This design comes from an exercise in tuning for small area, a short achievable clock period and few clock cycles per item on the open sky130 flow, not from production work.
In this exercise RTL edits were held to simulation tests only and were not proved equivalent to the original.
No activity file was given, so power comes from the tool's default toggle rates.

==> run G: inputs <==
## weighted_random_neighbor_pick
module weighted_random_neighbor_pick (
  input  wire logic                              clk,
  input  wire logic                              rst,
  input  wire logic                              in_valid,
  output logic                                   in_ready,
  input  wire logic                              mode,
  input  wire logic [4:0]                        entry_index,
  input  wire logic                              entry_nonempty,
  input  wire logic [15:0]                       entry_distance,
  input  wire logic [15:0]                       entry_active,
  input  wire logic                              entry_target_valid,
  input  wire logic [wrnp_pkg::SITE_W-1:0]       start_site,
  input  wire logic                              at_node,
  input  wire logic                              uniform_weights,
  input  wire logic [wrnp_pkg::RV_W-1:0]         random_value,
  output logic                                   out_valid,
  input  wire logic                              out_ready,
  output logic      [wrnp_pkg::SITE_W-1:0]       next_site,
  output logic                                   moved,
  input  wire logic                              cfg_we,
  input  wire logic [wrnp_pkg::CFG_W-1:0]        cfg_wdata
);
make LEC_CHECK=0 ABC_AREA=1 CAP_MARGIN=20 CORE_MARGIN=2 CORE_UTILIZATION=55 SETUP_SLACK_MARGIN=5 SLEW_MARGIN=20 finish   # period 11.0 ns
run.sh (not shown) runs the stock make flow with config.mk's settings and CLKGATE_MAP_FILE= SYNTH_SCRIPT=/design/flow/synth_recipe.tcl, a recipe that flattens the netlist after the stock synthesis.
==> run X: changes against run G <==
--- a/flow/design.v
+++ b/flow/design.v
@@ -64,40 +64,34 @@
 endmodule
 `default_nettype wire
 `default_nettype none
 module wrnp_div (
   input  wire logic [21:0] t,
-  input  wire logic        b0,
   input  wire logic [19:0] d,
   input  wire logic [21:0] c1,
   input  wire logic        neg1,
   output logic      [19:0] rem_out
 );
   logic [22:0] c2, c3;
   logic [22:0] x, y, z, cs, cc;
-  logic [19:0] rem4;
-  logic [21:0] t2, c4;
   assign c2 = {1'b0, t} + ~{2'b00, d, 1'b0} + 23'd1;
   assign x  = {1'b0, t};
   assign y  = ~{2'b00, d, 1'b0};
   assign z  = ~{3'b000, d};
   assign cs = x ^ y ^ z;
   assign cc = {((x[21:0] & y[21:0]) | (x[21:0] & z[21:0]) | (y[21:0] & z[21:0])), 1'b0};
   assign c3 = cs + cc + 23'd2;
   always_comb begin
     if (!c3[22])
-      rem4 = c3[19:0];
+      rem_out = c3[19:0];
     else if (!c2[22])
-      rem4 = c2[19:0];
+      rem_out = c2[19:0];
     else if (!neg1)
-      rem4 = c1[19:0];
+      rem_out = c1[19:0];
     else
-      rem4 = t[19:0];
+      rem_out = t[19:0];
   end
-  assign t2 = {1'b0, rem4, b0};
-  assign c4 = t2 + ~{2'b00, d} + 22'd1;
-  assign rem_out = c4[21] ? t2[19:0] : c4[19:0];
 endmodule
 `default_nettype wire
 `default_nettype none
 module weighted_random_neighbor_pick (
   input  wire logic                              clk,
@@ -180,17 +174,13 @@
       if (rd_code == 3'(k)) rd_e = t_e[k*EW +: EW];
   end
   always_comb begin
     logic [EW-1:0] x, y, z, cs_s, cs_c;
     if (cfg_busy) begin
-      x = wq[EW-1:0];
+      x = wq;
       y = {2'b00, maxd};
       z = ~{2'b00, b_app};
-    end else if (s0_mode) begin
-      x = t_tv16 ? {2'b00, maxd} : '0;
-      y = s0_node ? {1'b0, t_e8} : '0;
-      z = '1;
     end else begin
       x = {2'b00, maxd};
       y = {2'b00, s0_d[36:21]};
       z = (s0_idx == 5'd8) ? '1 : ~{2'b00, s0_d[20:5]};
     end
@@ -279,16 +269,10 @@
       m[j] = (c == 3'd6) ? (node & f8) : fe[c];
     end
     m[4] = f16;
     slot_flags = m;
   endfunction
-  logic [4:0] listed5;         
-  always_comb begin
-    for (int j = 0; j < 4; j++)
-      listed5[j] = (slot_code(s0_site, 2'(j)) != 3'd6);
-    listed5[4] = 1'b0;
-  end
   logic [3:0] s0_sitel;
   logic       is_trio, is_s0;
   logic [4:0] nz5, le5;
   assign is_trio = is_listed(s0_site);
   assign is_s0   = (s0_site == 4'd0);
@@ -649,50 +633,42 @@
   logic [3:0]  cnt;
   logic [7:0]  res_site;
   logic        res_moved;
   logic [2:0]    jn, jn2;
   logic          rm_last;     
-  logic          rm_two;      
-  logic [19:0]   wq;          
+  logic [EW-1:0] wq;          
   logic [2:0]    wj_n;        
   logic [EW-1:0] wj;
   logic [3:0]    wsite;
-  logic          wj_none;     
   always_comb begin
     logic [4:0] rest;
     jn = 3'd4;
     for (int i = 3; i >= 0; i--)
       if (rm[i]) jn = 3'(i);
     rest = rm & ~(5'd1 << jn);
     jn2 = 3'd4;
     for (int i = 3; i >= 0; i--)
       if (rest[i]) jn2 = 3'(i);
     rm_last = (rest == 5'd0);
-    rm_two  = !rm_last && ((rest & (rest - 5'd1)) == 5'd0);
   end
   always_comb begin
     wj_n = 3'd4;
-    wj_none = 1'b0;
     if (st == 4'd0 || st[S_F]) begin
       wsite = s0_site;
-      wj_none = ((nz5 & listed5) == 5'd0);
       for (int i = 3; i >= 0; i--)
-        if (nz5[i] && listed5[i]) wj_n = 3'(i);
+        if (nz5[i]) wj_n = 3'(i);
     end else if (st[S_D]) begin
       wsite = j_site;
       for (int i = 3; i >= 0; i--)
         if (j_nz[i]) wj_n = 3'(i);
     end else begin
       wsite = j_site;
       wj_n  = jn2;
-      wj_none = rm_last;
     end
     rd_code = cfg_busy ? ck : slot_code(wsite, wj_n[1:0]);
     if (cfg_busy)
       wj = rd_e;
-    else if (wj_none)
-      wj = '0;
     else if (wj_n[2])
       wj = {2'b00, maxd};
     else
       wj = rd_e[EW-1] ? '0 : {1'b0, rd_e[WW-1:0]};
   end
@@ -704,11 +680,11 @@
   logic [21:0] a_a, a_b;
   assign t4 = {rr[19:0], rq[30:29]};
   always_comb begin
     a_sub = !st[S_T];
     a_a   = st[S_D] ? t4 : rr;
-    a_b   = st[S_D] ? {2'b00, dv} : {2'b00, wq};
+    a_b   = st[S_D] ? {2'b00, dv} : {5'd0, wq[WW-1:0]};
     a_sum = {1'b0, a_a} + {1'b0, a_sub ? ~a_b : a_b} + 23'(a_sub);
     a_y   = a_sum[21:0];
     a_neg = a_sub && !a_sum[22];
   end
   logic [19:0] div_rem;
@@ -716,45 +692,19 @@
   always_comb begin
     lz = 5'd0;
     for (int i = 0; i < 20; i++)
       if (a_y[i]) lz = 5'(19 - i);
   end
-  logic [19:0] sh_in, sh_out;
-  always_comb begin
-    sh_in  = st[S_T] ? a_y[19:0] : {2'b00, wj};
-    sh_out = sh_in << (st[S_T] ? lz : nsh);
-  end
-  logic [1:0] jpad;
-  logic [3:0] ncnt;
+  logic [19:0] sh_in, sh_out, rrev;
   always_comb begin
-    case (lz)
-      5'd0: begin jpad = 2'd0; ncnt = 4'd3; end
-      5'd1: begin jpad = 2'd2; ncnt = 4'd4; end
-      5'd2: begin jpad = 2'd1; ncnt = 4'd4; end
-      5'd3: begin jpad = 2'd0; ncnt = 4'd4; end
-      5'd4: begin jpad = 2'd2; ncnt = 4'd5; end
-      5'd5: begin jpad = 2'd1; ncnt = 4'd5; end
-      5'd6: begin jpad = 2'd0; ncnt = 4'd5; end
-      5'd7: begin jpad = 2'd2; ncnt = 4'd6; end
-      5'd8: begin jpad = 2'd1; ncnt = 4'd6; end
-      5'd9: begin jpad = 2'd0; ncnt = 4'd6; end
-      5'd10: begin jpad = 2'd2; ncnt = 4'd7; end
-      5'd11: begin jpad = 2'd1; ncnt = 4'd7; end
-      5'd12: begin jpad = 2'd0; ncnt = 4'd7; end
-      5'd13: begin jpad = 2'd2; ncnt = 4'd8; end
-      5'd14: begin jpad = 2'd1; ncnt = 4'd8; end
-      5'd15: begin jpad = 2'd0; ncnt = 4'd8; end
-      5'd16: begin jpad = 2'd2; ncnt = 4'd9; end
-      5'd17: begin jpad = 2'd1; ncnt = 4'd9; end
-      5'd18: begin jpad = 2'd0; ncnt = 4'd9; end
-      5'd19: begin jpad = 2'd2; ncnt = 4'd10; end
-      default: begin jpad = 2'd0; ncnt = 4'd3; end
-    endcase
+    for (int i = 0; i < 20; i++)
+      rrev[i] = div_rem[19 - i];
+    sh_in  = st[S_D] ? rrev : a_y[19:0];
+    sh_out = sh_in << (st[S_D] ? nsh : lz);
   end
   wrnp_div u_div (
     .t       (t4),
-    .b0      (rq[28]),
     .d       (dv),
     .c1      (a_y),
     .neg1    (a_neg),
     .rem_out (div_rem)
   );
@@ -777,67 +727,73 @@
       else
         st <= 4'd1 << S_F;
     end else begin
       if (st[S_T] && rm_last) st <= 4'd1 << S_D;
       if (st[S_D] && cnt == 4'd0) st <= 4'd1 << S_P;
-      if (st[S_P] && (rm_last || rm_two || a_neg)) st <= 4'd1 << S_F;
+      if (st[S_P] && (rm_last || a_neg)) st <= 4'd1 << S_F;
     end
   end
   always_ff @(posedge clk) begin
     if (load) begin
       j_site  <= s0_site;
       j_nz    <= nz5;
       j_small <= s0_mode && !s0_sinv && (is_s0 || is_trio) && smask != 6'd0 && !go_div;
-      rm      <= nz5 & listed5;
-      rr      <= go_div ? 22'(t_val) : {7'd0, smask, s0_rv[1:0], nibsum(s0_rv)};
+      rm      <= nz5;
+      rr      <= go_div ? 22'd0 : {7'd0, smask, s0_rv[1:0], nibsum(s0_rv)};
       rq      <= s0_rv;
-      wq      <= 20'(wj);
+      wq      <= wj;
       res_moved <= 1'b0;
       if (!s0_mode)
         res_site <= 8'd0;
       else if (s0_sinv)
         res_site <= 8'hFF;
       else
         res_site <= {4'h0, s0_site};
     end else begin
       if (st[S_T]) begin
         rm <= rm & ~(5'd1 << jn);
-        wq <= 20'(wj);
+        wq <= wj;
         if (!rm_last) begin
           rr <= a_y;
         end else begin
           nsh <= lz;
           dv  <= sh_out;
-          cnt <= ncnt;
-          case (jpad)
-            2'd1:    begin rr <= 22'(rq[30:13]); rq <= {rq[12:0], 18'd0}; end
-            2'd2:    begin rr <= 22'(rq[30:14]); rq <= {rq[13:0], 17'd0}; end
-            default: begin rr <= 22'(rq[30:12]); rq <= {rq[11:0], 19'd0}; end
-          endcase
+          cnt <= 4'(5'd5 + ((lz + 5'd1) >> 1));
+          if (lz[0]) begin
+            rr <= 22'(rq[30:13]);
+            rq <= {rq[12:0], 18'd0};
+          end else begin
+            rr <= 22'(rq[30:12]);
+            rq <= {rq[11:0], 19'd0};
+          end
         end
       end
       if (st[S_D]) begin
         cnt <= cnt - 4'd1;
-        rq  <= {rq[27:0], 3'b000};
-        rr  <= 22'(div_rem);
-        if (cnt == 4'd0) begin
+        rq  <= {rq[28:0], 2'b00};
+        if (cnt != 4'd0) begin
+          rr <= 22'(div_rem);
+        end else begin
+          for (int i = 0; i < 20; i++)
+            rr[i] <= sh_out[19 - i];
+          rr[21:20] <= 2'b00;
           rm <= j_nz;
-          wq <= sh_out;
+          wq <= wj;
         end
       end
       if (st[S_P]) begin
-        if (rm_last || rm_two || a_neg) begin
-          res_site  <= {3'b000, slot_side(j_site, (a_neg || rm_last) ? jn : jn2)};
+        if (rm_last || a_neg) begin
+          res_site  <= {3'b000, slot_side(j_site, jn)};
           res_moved <= 1'b1;
         end else begin
           rr <= a_y;
           rm <= rm & ~(5'd1 << jn);
-          wq <= sh_out;
+          wq <= wj;
         end
       end
       if (st == 4'd0 && cfg_busy)
-        wq <= 20'(wj);
+        wq <= wj;
     end
   end
   logic       sk_valid;
   logic [7:0] sk_site;
   logic       sk_moved;
CORE_UTILIZATION = 40   (was 55)
==> summary of the runs <==
Of run X and run G, run G has the higher first-iteration DRC count (gap about 24%, measured against run G).
Against run G, the die area of run X is larger by about 28%.
Of run G and run X, run G has the higher synthesized area (gap 7.4%, measured against run X).
Between run X and run G, the lower combinational power is in run X (gap about 45%, measured against run G).
In run G the non-clock buffer count is higher than in run X, by 123.
Testbench counts of run G, summed over its fixed seeds: cycles 31,509, items 8,000.
Testbench counts of run X, summed over its fixed seeds: cycles 41,502, items 8,000.

* * *

==> trial 76 <==
Another version of the RTL of weighted_random_neighbor_pick (not shown whole).
==> flow/config.mk <==
export PLATFORM = sky130hd
export DESIGN_NAME = weighted_random_neighbor_pick
export DESIGN_NICKNAME = weighted_random_neighbor_pick
export VERILOG_FILES = /design/flow/design.v
export SDC_FILE = /design/flow/constraint.sdc
export NUM_CORES = 4
export LEC_CHECK = 0
export ABC_AREA = 1
export CAP_MARGIN = 10
export CORE_MARGIN = 2
export CORE_UTILIZATION = 55
export CTS_BUF_LIST = sky130_fd_sc_hd__clkbuf_4
export PLACE_DENSITY = 0.7
export SETUP_SLACK_MARGIN = 5
export SLEW_MARGIN = 10
==> flow/constraint.sdc <==
create_clock -name core_clock -period 11.0 [get_ports {clk}]
set_input_delay 2.2000 -clock core_clock [delete_from_list [all_inputs] [get_ports {clk}]]
set_output_delay 2.2000 -clock core_clock [all_outputs]
set_load 0.01 [all_outputs]
standard.sh (not shown) runs the stock make flow with config.mk's settings and CLKGATE_MAP_FILE= SYNTH_SCRIPT=/design/flow/synth_recipe.tcl, a recipe that flattens the netlist after the stock synthesis.
==> flow/flow/run.sh <==
#!/bin/bash
# Layout flow: the standard ORFS flow (standard.sh: same synthesis,
# floorplan, power grid, placement, clock tree and routing, same settings),
# except that the port buffers are the small sky130_fd_sc_hd__buf_1 instead
# of the cell buffer_ports picks by itself. ORFS's own logs stay under
# orfs/logs; the make output goes to logs_own/orfs.log.
set -euo pipefail
mkdir -p logs_own
sed -e 's|"\${@:-finish}"|BUFFER_PORTS_ARGS="-buffer_cell sky130_fd_sc_hd__buf_1" "${@:-finish}"|' \
  standard.sh > logs_own/own_standard.sh
grep -q 'BUFFER_PORTS_ARGS' logs_own/own_standard.sh
bash logs_own/own_standard.sh > logs_own/orfs.log 2>&1
==> build 46: changes against trial 76 <==
--- a/flow/design.v
+++ b/flow/design.v
@@ -137,22 +137,18 @@
   logic        s0_mode;
   logic [38:0] s0_d;
   logic [3:0]  st;            
   logic        room;
   logic        adv;
   logic        load;
   logic        cfg_busy;
   logic [2:0]  ck;
-  logic [15:0] maxd;          
-  logic [15:0] b_app;         
-  logic        cfg_pend;      
-  logic [19:0] wq;            
-  logic        p_fast;        
-  assign adv      = (st == 4'd0) || ((st[S_F] || p_fast) && room);
+  logic [15:0] maxd;
+  assign adv      = (st == 4'd0) || (st[S_F] && room);
   assign in_ready = !cfg_busy && !cfg_pend && (!s0_valid || adv);
   assign load     = adv && s0_valid;
   always_ff @(posedge clk) begin
     if (rst)
       s0_valid <= 1'b0;
     else if (in_ready)
       s0_valid <= in_valid;
     if (in_ready || cfg_we) begin
@@ -221,16 +217,18 @@
     .val          (t_val),
     .ne           (t_ne),
     .e            (t_e),
     .e8           (t_e8),
     .tv16         (t_tv16),
     .pos          (t_pos),
     .le1          (t_le1)
   );
+  logic [15:0] b_app;
+  logic        cfg_pend;
   always_ff @(posedge clk) begin
     if (rst) begin
       cfg_busy <= 1'b0;
       cfg_pend <= 1'b0;
       ck       <= 3'd0;
       maxd     <= wrnp_pkg::MAXD_RESET;
       b_app    <= wrnp_pkg::MAXD_RESET;
     end else begin
@@ -391,23 +389,25 @@
     slot_side = s;
   endfunction
   logic [3:0]  j_site;
   logic [4:0]  j_nz;          
   logic        j_small;       
   logic [4:0]  rm;            
   logic [21:0] rr;            
   logic [30:0] rq;            
+  logic [19:0] dv;            
   logic [4:0]  nsh;           
   logic [3:0]  cnt;
   logic [7:0]  res_site;
   logic        res_moved;
   logic [2:0]    jn, jn2;
   logic          rm_last;     
   logic          rm_two;      
+  logic [19:0]   wq;          
   logic [2:0]    wj_n;        
   logic [EW-1:0] wj;
   logic [3:0]    wsite;
   logic          wj_none;     
   always_comb begin
     logic [4:0] rest;
     jn = 3'd4;
     for (int i = 3; i >= 0; i--)
@@ -417,17 +417,17 @@
     for (int i = 3; i >= 0; i--)
       if (rest[i]) jn2 = 3'(i);
     rm_last = (rest == 5'd0);
     rm_two  = !rm_last && ((rest & (rest - 5'd1)) == 5'd0);
   end
   always_comb begin
     wj_n = 3'd4;
     wj_none = 1'b0;
-    if (st == 4'd0 || st[S_F] || p_fast) begin
+    if (st == 4'd0 || st[S_F]) begin
       wsite = s0_site;
       wj_none = ((nz5 & listed5) == 5'd0);
       for (int i = 3; i >= 0; i--)
         if (nz5[i] && listed5[i]) wj_n = 3'(i);
     end else if (st[S_D]) begin
       wsite = j_site;
       for (int i = 3; i >= 0; i--)
         if (j_nz[i]) wj_n = 3'(i);
@@ -451,17 +451,17 @@
   logic [21:0] a_y;
   logic        a_neg;
   logic        a_sub;
   logic [21:0] a_a, a_b;
   assign t4 = {rr[19:0], rq[30:29]};
   always_comb begin
     a_sub = !st[S_T];
     a_a   = st[S_D] ? t4 : rr;
-    a_b   = {2'b00, wq};
+    a_b   = st[S_D] ? {2'b00, dv} : {2'b00, wq};
     a_sum = {1'b0, a_a} + {1'b0, a_sub ? ~a_b : a_b} + 23'(a_sub);
     a_y   = a_sum[21:0];
     a_neg = a_sub && !a_sum[22];
   end
   logic [19:0] div_rem;
   logic [4:0] lz;
   always_comb begin
     lz = 5'd0;
@@ -476,38 +476,27 @@
   logic [1:0] jpad;
   logic [3:0] ncnt;
   always_comb begin
     jpad = {1'b0, lz[0]};
     ncnt = 4'(5'd5 + ((lz + 5'd1) >> 1));
   end
   wrnp_div u_div (
     .t       (t4),
-    .d       (wq),
+    .d       (dv),
     .c1      (a_y),
     .neg1    (a_neg),
     .rem_out (div_rem)
   );
   logic       push;
   logic [7:0] push_site;
   logic       push_moved;
-  assign p_fast     = st[S_P] && (rm_last || rm_two);
-  assign push       = (st[S_F] || p_fast) && room;
-  always_comb begin
-    if (st[S_P]) begin
-      push_site  = {3'b000, slot_side(j_site, (rm_last || a_neg) ? jn : jn2)};
-      push_moved = 1'b1;
-    end else if (j_small) begin
-      push_site  = {3'b000, small_side(j_site, rr[14:9], rr[6:0], rr[8:7])};
-      push_moved = 1'b1;
-    end else begin
-      push_site  = res_site;
-      push_moved = res_moved;
-    end
-  end
+  assign push       = st[S_F] && room;
+  assign push_site  = j_small ? {3'b000, small_side(j_site, rr[14:9], rr[6:0], rr[8:7])} : res_site;
+  assign push_moved = j_small ? 1'b1 : res_moved;
   logic go_div;
   assign go_div = s0_mode && !s0_sinv && is_trio && !is_small;
   always_ff @(posedge clk) begin
     if (rst) begin
       st <= 4'd0;
     end else if (adv) begin
       if (!s0_valid)
         st <= 4'd0;
@@ -535,22 +524,22 @@
         res_site <= 8'd0;
       else if (s0_sinv)
         res_site <= 8'hFF;
       else
         res_site <= {4'h0, s0_site};
     end else begin
       if (st[S_T]) begin
         rm <= rm & ~(5'd1 << jn);
+        wq <= 20'(wj);
         if (!rm_last) begin
           rr <= a_y;
-          wq <= 20'(wj);
         end else begin
           nsh <= lz;
-          wq  <= sh_out;
+          dv  <= sh_out;
           cnt <= ncnt;
           case (jpad)
             2'd1:    begin rr <= 22'(rq[30:13]); rq <= {rq[12:0], 18'd0}; end
             2'd2:    begin rr <= 22'(rq[30:14]); rq <= {rq[13:0], 17'd0}; end
             default: begin rr <= 22'(rq[30:12]); rq <= {rq[11:0], 19'd0}; end
           endcase
         end
       end
==> flow/run.sh (new file) <==
#!/bin/bash
# synth_recipe.tcl (not shown) runs the flow's synth.tcl, then flattens the netlist and writes it again
# the make line also repeats each setting of config.mk as NAME=value (left out here)
make -C /OpenROAD-flow-scripts/flow DESIGN_CONFIG=/design/flow/config.mk WORK_HOME=/design/flow/orfs CLKGATE_MAP_FILE= SYNTH_SCRIPT=/design/flow/synth_recipe.tcl finish
CAP_MARGIN = 20   (was 10)
PLACE_DENSITY = default   (was 0.7)
SLEW_MARGIN = 20   (was 10)
removed: flow/flow/run.sh
removed: flow/standard.sh
==> comparison table <==
	build 46	trial 76
Result of the run	timing/DRC/antenna clean	timing/DRC/antenna clean
Maximum net fanout on the critical path	42	16
Required time worst endpoint	11.78 ns	11.80 ns
End point of the critical path	wq[3]	wq[16]
Clk power	1.31 mW	1.14 mW
Number of standard cells after synthesis	3,939	3,828
Average detailed-routed wire length per instance	22.8 µm	20.7 µm
Detailed-placement wirelength estimate	80,400 µm	71,500 µm
Initial cell density of the core	0.555	0.553
CP arrival	6.57 ns	6.51 ns
Internal power of the cells	3.92 mW	3.85 mW
Antenna diodes	2	1
Path depth of the worst reg2reg path	36	38
Maximum vdd drop	0.167 mV	0.144 mV
Synth Area in Simple Gates	0.222	0.219
Sequential standard cell area	0.00870 mm²	0.00809 mm²
Fraction of area in registers	0.268	0.273
Area post-placement	0.0294 mm²	0.0277 mm²
Sequential cell power	1.80 mW	1.72 mW
Setup repair after global routing missed its margin	yes	no
Post-Synthesis Net Count	4,222	4,110
Clock-pin transition on the worst setup and hold timing paths	0.06 ns	0.07 ns
Violation count after the first detailed-route iteration	4,106	3,531
Xor/xnor cell area share of the yosys netlist	0.0252	0.0257
Met1 Track Usage GR	0.517	0.509
Testbench counts of trial 76, summed over its fixed seeds: cycles 36,576, items 8,000.
Testbench counts of build 46, summed over its fixed seeds: cycles 38,213, items 8,000.

==> separate check: timing with driven ports <==
The results above use ideal ports. As a check the final layouts listed here were re-extracted and re-timed, cells and wires unchanged.
Step 1 (the two cells are an assumption about what drives the block):
set clk [get_ports {clk}]
set_driving_cell -lib_cell sky130_fd_sc_hd__clkbuf_16 $clk
set_driving_cell -lib_cell sky130_fd_sc_hd__buf_2 [delete_from_list [all_inputs] $clk]
Step 2 adds t to the input delays and takes it off the output delays; t is the mean of the earliest and latest rising clock arrival at the registers after step 1. Input paths then give back, and output paths get back, about the clock's delay inside the block.
Three values: no drivers, after step 1, after step 2; two values: the first two.
run	shift t [ns]	setup slack, ns	worst setup path after step 2	latest minus earliest clock arrival (ns)	worst data-port slew with drivers (ns)
run G	0.659	4.122 / 4.122 / 4.122	register to register	0.021 / 0.021	0.05
run X	0.652	5.255 / 5.255 / 5.255	register to register	0.026 / 0.026	0.06
trial 76	0.901	5.289 / 5.289 / 5.289	register to register	0.081 / 0.081	0.04
build 46	0.946	5.214 / 5.206 / 5.214	register to register	0.107 / 0.107	0.04
After both steps setup and hold are still met in every run listed.
